Source: an optimization exercise on an open RTL-to-GDS flow (aim: small area, a short achievable clock period and few clock cycles). Production flows keep margins and buffers that such runs may drop. Only simulation tests tie the RTL to the original design; equivalence was not proved.

before:
==> flow/design.v (excerpt) <==
module trig_unit (
	input logic clk,
	input logic reset,
	input logic s_awvalid,
	input logic [3:0] s_awaddr,
	input logic s_wvalid,
	input logic [31:0] s_wdata,
	input logic s_bready,
	input logic s_arvalid,
	input logic [3:0] s_araddr,
	input logic s_rready,
	output logic s_awready,
	output logic s_wready,
	output logic s_bvalid,
	output logic [1:0] s_bresp,
	output logic s_arready,
	output logic s_rvalid,
	output logic [31:0] s_rdata,
	output logic [1:0] s_rresp
);
clock: 10.0 ns
lec_check: 0
cap_margin: 20
core_margin: 2
core_utilization: 60
cts_cluster_diameter: 60
cts_cluster_size: 40
setup_slack_margin: 5
slew_margin: 20
run.sh (not shown) runs the stock make flow with config.mk's settings and CLKGATE_MAP_FILE= SYNTH_SCRIPT=/design/flow/synth_recipe.tcl, a recipe that flattens the netlist after the stock synthesis.
Testbench counts of before, summed over its fixed seeds: cycles 11,258.
#### Input delta (after over before)
-- flow/config.mk --
<<< before, line 9
export CORE_MARGIN = 2
export CORE_UTILIZATION = 60
export CTS_CLUSTER_DIAMETER = 60
export CTS_CLUSTER_SIZE = 40
export SETUP_SLACK_MARGIN = 5
>>> after, line 9
export CORE_MARGIN = 2
export CORE_UTILIZATION = 40
export SETUP_SLACK_MARGIN = 5
Findings:
- Any difference in maximum frequency between after and before is small enough to ignore.

try-raven:
Another version of the RTL of trig_unit (not shown whole).
For scale: roughly 2600 cells after synthesis, roughly 88 I/O pins, ~0.027 sq mm of cells after synthesis.
export LEC_CHECK = 0
export CAP_MARGIN = 20
export CORE_MARGIN = 2
export CORE_UTILIZATION = 60
export SETUP_SLACK_MARGIN = 5
export SLEW_MARGIN = 20
export SYNTH_HIERARCHICAL = 1
export SYNTH_MINIMUM_KEEP_SIZE = 0
create_clock -name core_clock -period 10.0 [get_ports {clk}]
try-raven: PASS, flow complete, no timing, DRC or antenna violations
Testbench counts of try-raven, summed over its fixed seeds: cycles 11,258.
Changes in try-fjord relative to try-raven:
==> flow/flow/run.sh (new file) <==
#!/bin/bash
set -euo pipefail
bash standard.sh SETUP_SLACK_MARGIN=6.5 finish > standard_flow.log 2>&1
==> flow/standard.sh (new file) <==
#!/bin/bash
# synth_recipe.tcl (not shown) runs the flow's synth.tcl, then flattens the netlist and writes it again
# the make line also repeats each setting of config.mk as NAME=value (left out here)
make -C /OpenROAD-flow-scripts/flow DESIGN_CONFIG=/design/flow/config.mk WORK_HOME=/design/flow/orfs CLKGATE_MAP_FILE= SYNTH_SCRIPT=/design/flow/synth_recipe.tcl "${@:-finish}"
removed: flow/run.sh
### Flow results
Compared to try-raven, try-fjord has number of cells on the worst reg-to-reg path 1 higher. Routed wire in try-fjord totals more than in try-raven.
The inputs of try-xenon differ from those of try-fjord as listed below.
==> flow/flow/run.sh <==
#!/bin/bash
set -euo pipefail
bash standard.sh SETUP_SLACK_MARGIN=5.5 finish > standard_flow.log 2>&1
==> summary.txt <==
- Sort try-xenon and try-fjord by area of the multi-input gates asc -> top: try-xenon
- NOTE: final instance count without filler cells in try-xenon falls short of that of try-fjord
- | sequential fraction of total cell area | try-xenon vs try-fjord | 1.6 points higher |
- Taking try-fjord as the reference, in try-xenon final weighted congestion of routability-driven global placement has increased, die width ~0 delta.
Edits applied to the flow inputs when going from try-xenon to try-nickel:
==> flow/flow/run.sh <==
#!/bin/bash
set -euo pipefail
bash standard.sh SETUP_SLACK_MARGIN=6.0 finish > standard_flow.log 2>&1
### Flow results
In the route summary, try-nickel ends up with a via count exceeding that of try-xenon.
Clock latency on the worst-skew pair: try-nickel > try-xenon
Taking try-xenon as the reference, in try-nickel stage delay of the slowest cell on the critical path about even; worst relative slew slack about even; portion of the layout cell area used by non-clock buffers rose 2.3 points; wire length rose 3900 um.
Against try-xenon, global-route wire length before repair in try-nickel rose by a few percent.

trig_unit, a different RTL version from the one above (not shown whole).
For scale: roughly 3000 cells after synthesis, ~250 flip-flops, ~88 I/O pins.
clock: 10.0 ns
lec_check: 0
cap_margin: 20
core_margin: 2
core_utilization: 40
setup_slack_margin: 5
slew_margin: 20
standard.sh (not shown) runs the stock make flow with config.mk's settings and CLKGATE_MAP_FILE= SYNTH_SCRIPT=/design/flow/synth_recipe.tcl, a recipe that flattens the netlist after the stock synthesis.
==> flow/flow/run.sh <==
#!/bin/bash
# The standard layout, with timing repair aiming further below the clock period
set -euo pipefail
bash standard.sh SETUP_SLACK_MARGIN=6.5 finish > standard_flow.log 2>&1
The first run went through all stages and came out clean.
Testbench counts at the start, summed over its fixed seeds: cycles 11,258.
Then changed:
==> flow/run.sh (new file) <==
#!/bin/bash
# synth_recipe.tcl (not shown) runs the flow's synth.tcl, then flattens the netlist and writes it again
# the make line also repeats each setting of config.mk as NAME=value (left out here)
make -C /OpenROAD-flow-scripts/flow DESIGN_CONFIG=/design/flow/config.mk WORK_HOME=/design/flow/orfs CLKGATE_MAP_FILE= SYNTH_SCRIPT=/design/flow/synth_recipe.tcl finish
Settings changed: SETUP_SLACK_MARGIN 5 to unset.
removed: flow/flow/run.sh
removed: flow/standard.sh
What happened: Worst hold slack stays flat. Critical path depth went down by 4. Utilization went down by 6.2 points. Non-clock buffer count went down by 197.
Then changed:
Settings changed: SETUP_SLACK_MARGIN set to 5.
After rerunning:
- setup slack is better by 1.7 ns
- wire length goes up by 1.9%
- utilization goes up by 2.3 points
- cell count goes up by 2.1%

Setup of red:
Another version of the RTL of trig_unit (not shown whole).
For scale: ~2500 cells after synthesis, ~88 I/O pins, roughly 27000 µm² of cells after synthesis.
==> flow/design.v (excerpt) <==
module trig_unit (
	input logic clk,
	input logic reset,
	input logic s_awvalid,
	input logic [3:0] s_awaddr,
	input logic s_wvalid,
	input logic [31:0] s_wdata,
	input logic s_bready,
	input logic s_arvalid,
	input logic [3:0] s_araddr,
	input logic s_rready,
	output logic s_awready,
	output logic s_wready,
	output logic s_bvalid,
	output logic [1:0] s_bresp,
	output logic s_arready,
	output logic s_rvalid,
	output logic [31:0] s_rdata,
	output logic [1:0] s_rresp
);
Settings: LEC_CHECK=0, CAP_MARGIN=20, CORE_MARGIN=2, CORE_UTILIZATION=60, SETUP_SLACK_MARGIN=5, SLEW_MARGIN=20, SYNTH_HIERARCHICAL=1, SYNTH_MINIMUM_KEEP_SIZE=0; clock period 10.0 ns.
==> flow/flow/run.sh <==
#!/bin/bash
set -euo pipefail
bash standard.sh SETUP_SLACK_MARGIN=5.6 finish > standard_flow.log 2>&1
red finished every step from synthesis to the final layout, and the layout passed the timing, design-rule and antenna checks.
Testbench counts of red, summed over its fixed seeds: cycles 11,258.
> inputs changed (red -> purple)
==> flow/flow/run.sh <==
#!/bin/bash
set -euo pipefail
bash standard.sh SETUP_SLACK_MARGIN=5.75 finish > standard_flow.log 2>&1
--- outcome ---
Relative to red, the final cell area reported for purple is higher.
Reported for purple and red, post-detailed-route DRC marker count turned out identical to the last digit.
Final worst setup slack improves in purple relative to red.
First-iteration DRC count ended up 190 higher on purple than on red.
purple finished end to end and its layout was clean on timing, DRC and antenna.
Clock skew after layout, purple and red: lower on red
purple vs red: maximum clock rate up slightly
Final layout net count of purple exceeds that of red slightly.
There was hardly any difference in flip-flop and latch area between red and purple.
red and purple ended up with roughly the same insertion delay of the later-clocked pin in the worst-skew pair.
purple ended with more fraction of the core area covered by cells at the end of the flow than red.
Detailed route wirelength on metal2, purple vs red: up slightly

-- separate check: timing with driven ports --
The flow's constraints put no driver on any port. The routed layouts listed below were extracted and timed again, unchanged, in two steps.
Step 1 assumes that a clkbuf_16 drives the clock port and a buf_2 every other input.
Step 2 moves the port delays by t, midway between the first and last clock arrival at a register: inputs arrive t later, outputs are due t later. That takes back most of the time a late clock gives input paths.
Three values: ideal, step 1, step 2; two values: the first two.
run	shift t [ns]	setup WS [ns]	worst data-port slew with drivers (ns)
before	0.613	5.086 / 5.086 / 4.893	0.07
after	0.637	5.085 / 5.085 / 4.877	0.04
try-raven	0.635	5.170 / 5.170 / 5.170	0.07
try-fjord	0.635	5.787 / 5.787 / 5.787	0.04
try-xenon	0.623	5.623 / 5.623 / 5.562	0.05
try-nickel	0.635	5.828 / 5.828 / 5.586	0.04
the first run of note 3	0.657	4.934 / 4.934 / 4.934	0.05
the second run of note 3	0.647	3.215 / 3.215 / 3.215	0.06
the third run of note 3	0.641	4.964 / 4.964 / 4.964	0.06
red	0.628	5.738 / 5.738 / 5.435	0.05
purple	0.631	5.788 / 5.788 / 5.422	0.05
After both steps every run listed still meets setup and hold. The setup slack of purple, which loses most, moves by 0.000 ns with the drivers and by -0.366 ns with both steps.
